This design comes from an exercise in tuning for small area, a short achievable clock period and few clock cycles per item on the open sky130 flow, not from production work. Function not checked in this run: the RTL went through the layout flow alone. Power figures rest on the tool's default switching activity, not on a simulated workload.

[flow/run.sh]
#!/bin/bash
# synth_recipe.tcl (not shown) runs the flow's synth.tcl, then flattens the netlist and writes it again
# the make line also repeats each setting of config.mk as NAME=value (left out here)
make -C /OpenROAD-flow-scripts/flow DESIGN_CONFIG=/design/flow/config.mk WORK_HOME=/design/flow/orfs CLKGATE_MAP_FILE= SYNTH_SCRIPT=/design/flow/synth_recipe.tcl finish
[flow/config.mk]
export PLATFORM = sky130hd
export DESIGN_NAME = sudoku_sweep_engine
export DESIGN_NICKNAME = sudoku_sweep_engine
export VERILOG_FILES = /design/flow/design.v
export SDC_FILE = /design/flow/constraint.sdc
export NUM_CORES = 4
export LEC_CHECK = 0
export CAP_MARGIN = 30
export CORE_MARGIN = 2
export CORE_UTILIZATION = 45
export SLEW_MARGIN = 40
[flow/constraint.sdc]
create_clock -name core_clock -period 9.0 [get_ports {i_Clk}]
set_input_delay 1.8000 -clock core_clock [delete_from_list [all_inputs] [get_ports {i_Clk}]]
set_output_delay 1.8000 -clock core_clock [all_outputs]
set_load 0.01 [all_outputs]
[flow/design.v]
package sudoku_pkg;
    localparam int BOX = 3;
    localparam int D = BOX * BOX;
    localparam int CELLS = D * D;
    typedef logic [D-1:0] cand_t;
    typedef enum logic [1:0] {SOLVED, STALLED, CONTRADICTION, TIMEOUT} scan_status_t;
    function automatic int cell_off(input int r, input int c, input int n);
        cell_off = (r * n + c) * n;
    endfunction
    function automatic int box_pos(input int b);
        case (b)
            5: box_pos = 0;
            7: box_pos = 1;
            8: box_pos = 2;
            6: box_pos = 8;
            default: box_pos = b + 3;
        endcase
    endfunction
    function automatic logic multi9(input logic [8:0] x);
        logic a0, a1, a2, m0, m1, m2;
        a0 = x[0] | x[1] | x[2];
        a1 = x[3] | x[4] | x[5];
        a2 = x[6] | x[7] | x[8];
        m0 = (x[0] & x[1]) | (x[0] & x[2]) | (x[1] & x[2]);
        m1 = (x[3] & x[4]) | (x[3] & x[5]) | (x[4] & x[5]);
        m2 = (x[6] & x[7]) | (x[6] & x[8]) | (x[7] & x[8]);
        multi9 = m0 | m1 | m2 | (a0 & a1) | (a0 & a2) | (a1 & a2);
    endfunction
endpackage
module sweep_cell_update #(
    parameter int N = 9
) (
    input  logic [N-1:0] i_Cell,
    input  logic [N-1:0] i_Agg,
    input  logic         i_Keep,
    output logic [N-1:0] o_Cell,
    output logic         o_Multi,    
    output logic         o_Changed
);
    logic keep;
    assign keep = i_Keep | ~sudoku_pkg::multi9(i_Cell);
    assign o_Cell = keep ? i_Cell : (i_Cell & ~i_Agg);
    assign o_Multi = sudoku_pkg::multi9(o_Cell);
    assign o_Changed = ~keep & ((i_Cell & i_Agg) != '0);
endmodule
module sudoku_sweep_engine #(
    parameter int BOX = 3,
    parameter int MAX_SWEEPS = 32,
    localparam int N = BOX * BOX,
    localparam int BW = $clog2(N),
    localparam int SW = $clog2(MAX_SWEEPS + 1)
) (
    input  logic             i_Clk,
    input  logic             i_Reset,
    input  logic             i_Start,
    input  logic [N*N*N-1:0] i_Grid,
    output logic             o_Busy,
    output logic             o_Done,
    output logic [1:0]       o_Status,
    output logic [SW-1:0]    o_Sweeps,
    output logic [N*N*N-1:0] o_Grid
);
    localparam int TAIL = 3;   
    logic run, done, start, first, kill;
    logic [N-1:0] chg_box;   
    logic [N*N-1:0] chg_tail, chg_hd;
    logic [N*N*N-1:0] grid_new, grid_next, grid_post;
    logic [N*N*N-1:0] sol_pre, sol_post;
    logic [N*N-1:0] multi_pre, multi_post, multi_new, cell_zero;
    logic [N*BOX*N-1:0] rseg_pre, rseg_post, cseg_pre, cseg_post;
    logic [N*N-1:0] box_pre;
    assign start = i_Start & ~run;
    assign o_Busy = run;
    assign o_Done = done;
    genvar r, c, k;
    generate
        for (r = 0; r < N; r++) begin : g_r
            for (c = 0; c < N; c++) begin : g_c
                localparam int O = sudoku_pkg::cell_off(r, c, N);
                assign multi_pre[r*N + c] = sudoku_pkg::multi9(o_Grid[O +: N]);
                assign sol_pre[O +: N] = multi_pre[r*N + c] ? '0 : o_Grid[O +: N];
                assign sol_post[O +: N] = multi_post[r*N + c] ? '0 : grid_post[O +: N];
            end
        end
        for (r = 0; r < N; r++) begin : g_rs
            for (k = 0; k < BOX; k++) begin : g_k
                assign rseg_pre[(r*BOX + k)*N +: N] =
                    sol_pre[sudoku_pkg::cell_off(r, k*BOX, N) +: N] |
                    sol_pre[sudoku_pkg::cell_off(r, k*BOX + 1, N) +: N] |
                    sol_pre[sudoku_pkg::cell_off(r, k*BOX + 2, N) +: N];
                assign rseg_post[(r*BOX + k)*N +: N] =
                    sol_post[sudoku_pkg::cell_off(r, k*BOX, N) +: N] |
                    sol_post[sudoku_pkg::cell_off(r, k*BOX + 1, N) +: N] |
                    sol_post[sudoku_pkg::cell_off(r, k*BOX + 2, N) +: N];
            end
        end
        for (c = 0; c < N; c++) begin : g_cs
            for (k = 0; k < BOX; k++) begin : g_k
                assign cseg_pre[(c*BOX + k)*N +: N] =
                    sol_pre[sudoku_pkg::cell_off(k*BOX, c, N) +: N] |
                    sol_pre[sudoku_pkg::cell_off(k*BOX + 1, c, N) +: N] |
                    sol_pre[sudoku_pkg::cell_off(k*BOX + 2, c, N) +: N];
                assign cseg_post[(c*BOX + k)*N +: N] =
                    sol_post[sudoku_pkg::cell_off(k*BOX, c, N) +: N] |
                    sol_post[sudoku_pkg::cell_off(k*BOX + 1, c, N) +: N] |
                    sol_post[sudoku_pkg::cell_off(k*BOX + 2, c, N) +: N];
            end
        end
        for (r = 0; r < BOX; r++) begin : g_br
            for (c = 0; c < BOX; c++) begin : g_bc
                localparam int B = r*BOX + c;
                logic [BOX*N-1:0] row_agg, col_agg;
                logic [N-1:0] box_or;
                assign box_or = rseg_pre[((r*BOX + 0)*BOX + c)*N +: N] |
                                rseg_pre[((r*BOX + 1)*BOX + c)*N +: N] |
                                rseg_pre[((r*BOX + 2)*BOX + c)*N +: N];
                for (k = 0; k < BOX; k++) begin : g_k
                    logic [BOX*N-1:0] rt, ct;
                    genvar j;
                    for (j = 0; j < BOX; j++) begin : g_j
                        assign rt[j*N +: N] = j == c ? '0 : sudoku_pkg::box_pos(r*BOX + j) < sudoku_pkg::box_pos(B) ?
                            rseg_post[((r*BOX + k)*BOX + j)*N +: N] : rseg_pre[((r*BOX + k)*BOX + j)*N +: N];
                        assign ct[j*N +: N] = j == r ? '0 : sudoku_pkg::box_pos(j*BOX + c) < sudoku_pkg::box_pos(B) ?
                            cseg_post[((c*BOX + k)*BOX + j)*N +: N] : cseg_pre[((c*BOX + k)*BOX + j)*N +: N];
                    end
                    assign row_agg[k*N +: N] = rt[0 +: N] | rt[N +: N] | rt[2*N +: N] | box_or;
                    assign col_agg[k*N +: N] = ct[0 +: N] | ct[N +: N] | ct[2*N +: N];
                end
                for (k = 0; k < N; k++) begin : g_cell
                    localparam int CR = r*BOX + k/BOX;
                    localparam int CC = c*BOX + k%BOX;
                    localparam int O = sudoku_pkg::cell_off(CR, CC, N);
                    logic [N-1:0] cell_new;
                    logic cell_chg;
                    sweep_cell_update #(.N(N)) u_cell (
                        .i_Cell   (o_Grid[O +: N]),
                        .i_Agg    (row_agg[(k/BOX)*N +: N] | col_agg[(k%BOX)*N +: N]),
                        .i_Keep   (sudoku_pkg::box_pos(B) < TAIL ? ~run | first : ~run),
                        .o_Cell   (cell_new),
                        .o_Multi  (multi_post[CR*N + CC]),
                        .o_Changed(cell_chg)
                    );
                    assign grid_post[O +: N] = cell_new;
                    if (sudoku_pkg::box_pos(B) < TAIL) begin : g_tail
                        assign grid_new[O +: N] = cell_new;
                        assign grid_next[O +: N] = cell_new;
                        assign chg_tail[CR*N + CC] = cell_chg;
                        assign chg_hd[CR*N + CC] = 1'b0;
                        assign multi_new[CR*N + CC] = multi_post[CR*N + CC];
                    end else begin : g_head
                        assign grid_new[O +: N] = o_Grid[O +: N];
                        assign grid_next[O +: N] = o_Grid[O +: N] & (cell_new | {N{kill}});
                        assign chg_tail[CR*N + CC] = 1'b0;
                        assign chg_hd[CR*N + CC] = cell_chg;
                        assign multi_new[CR*N + CC] = multi_pre[CR*N + CC];
                    end
                    assign cell_zero[CR*N + CC] = grid_new[O +: N] == '0;
                end
            end
        end
    endgenerate
    logic any_zero, all_one, chg, last, term;
    assign any_zero = |cell_zero;
    assign all_one = ~|multi_new;
    assign chg = (|chg_box) | (|chg_tail);
    assign last = o_Sweeps == SW'(MAX_SWEEPS - 1);
    assign term = any_zero | all_one | ~chg | last;
    assign kill = ~first & term;
    always_ff @(posedge i_Clk or posedge i_Reset) begin
        if (i_Reset) begin
            run <= 1'b0;
            done <= 1'b0;
        end else begin
            done <= run & kill;
            if (start) run <= 1'b1;
            else if (kill) run <= 1'b0;
        end
    end
    function automatic logic [N*N-1:0] box_mask(input int b);
        box_mask = '0;
        for (int i = 0; i < N; i++)
            box_mask[((b/BOX)*BOX + i/BOX)*N + (b%BOX)*BOX + i%BOX] = 1'b1;
    endfunction
    always_ff @(posedge i_Clk) begin
        o_Grid <= start ? i_Grid : grid_next;
        first <= start;
        for (int b = 0; b < N; b++)
            chg_box[b] <= |(chg_hd & box_mask(b));
        if (start) o_Sweeps <= '0;
        else if (run & ~first) o_Sweeps <= o_Sweeps + SW'(1);
        if (run & ~first)
            o_Status <= any_zero ? 2'd2 : all_one ? 2'd0 : ~chg ? 2'd1 : 2'd3;
    end
endmodule
==> results by group <==
Global route
  • Global Route Usage Sum: 0.904
  • Vias in the first global route: 142,000
  • Largest net degree at the start of global routing: 242
  • Global route overflow: 4,963
  • Global-route wire length before repair: 1200 mm

Logic synthesis
  • Post-synth top flop: dfxtp_1
  • EDFF count, synth: 2
  • Unique masters post-synth: 124
  • Mean post-synth cell area: 6.63 um^2
  • Syn Nets: 12,800
  • Share of the synthesized area in the top cell type: 0.186
  • Count leader, synth: nand2_1
  • Cell taking the most area after synthesis: dfxtp_1
  • Async set-reset flop share out of synthesis: 0.00268
  • Ys Warns: 2
  • Mapped cell area: 0.0798 mm^2
  • Mapped Cells: 12,000
  • Main area contributors after synthesis: dfxtp_1, nand2_1, o21ai_0
  • Synthesis-stage register bit count: 746
  • Seq/Total Area, Yosys: 0.187
  • Top cells by count, synth: nand2_1, o21ai_0, nor2_1

Placed design
  • DP Cell Count: 16,500
  • Port bufs: 1,470
  • Worst slack, placed: -0.140 ns
  • Dpl cell area: 0.106 mm^2
  • DP Wirelength: 634 mm
  • GP Congestion: 1.67

Floorplanning
  • Initial Util: 0.453
  • I/O pins: 1,471
  • Site Rows: 154
  • Die height: 425 um
  • Die Wd: 425 um

Clock tree
  • Clock sink count: 746
  • Clk buf depth: 3
  • Setup Buffers After CTS: 0
  • CTS buffer count: 87
  • H-tree depth: 3
  • Hold-fix buffer count after cts: 0
  • Root buffer cell: clkbuf_16

Outcome
  • Fail Step: global routing
  • Stop Error: [ERROR GRT-0116] Global routing finished with congestion. Check the congestion regions in the DRC Viewer.
  • Status: aborted with a tool error
==> power by group through the flow <==
stage	combinational, mW	clock (mW)	sequential, mW
4_1_cts	51.8	3.89	9.76
3_5_place_dp	51.5	0	9.81
3_3_place_gp	50.6	0	9.75
2_1_floorplan	26.1	0	7.56
==> worst max path at each step <==
stage / start / endpoint / slack, ns
2_1_floorplan: o_Grid[312] / o_Grid[133] / 2.33
3_3_place_gp: o_Grid[724] / chg_box[4] / -0.81
3_5_place_dp: o_Grid[580] / chg_box[4] / -0.14
4_1_cts: o_Grid[492] / chg_box[2] / 0.04
==> routing by layer <==
metal,GRT overflow,global-route usage
met5,69,0.674
met4,1234,0.884
met3,542,0.822
met2,2663,1.02
met1,455,0.884
==> cell families after synthesis <==
group                      Yosys count  share of synthesized area
adders and majority gates          129                     0.0162
AOI/OAI and AO/OA                 3840                      0.336
and+or+nand+nor                   6268                      0.407
buffers and inverters             1050                     0.0522
DFF                                746                      0.187
xor gates and xnor gates             4                   0.000439
muxes                                1                   0.000141
==> timing repair <==
item,CTS
setup endpoints to repair,1
resized for setup,2
gates cloned,0
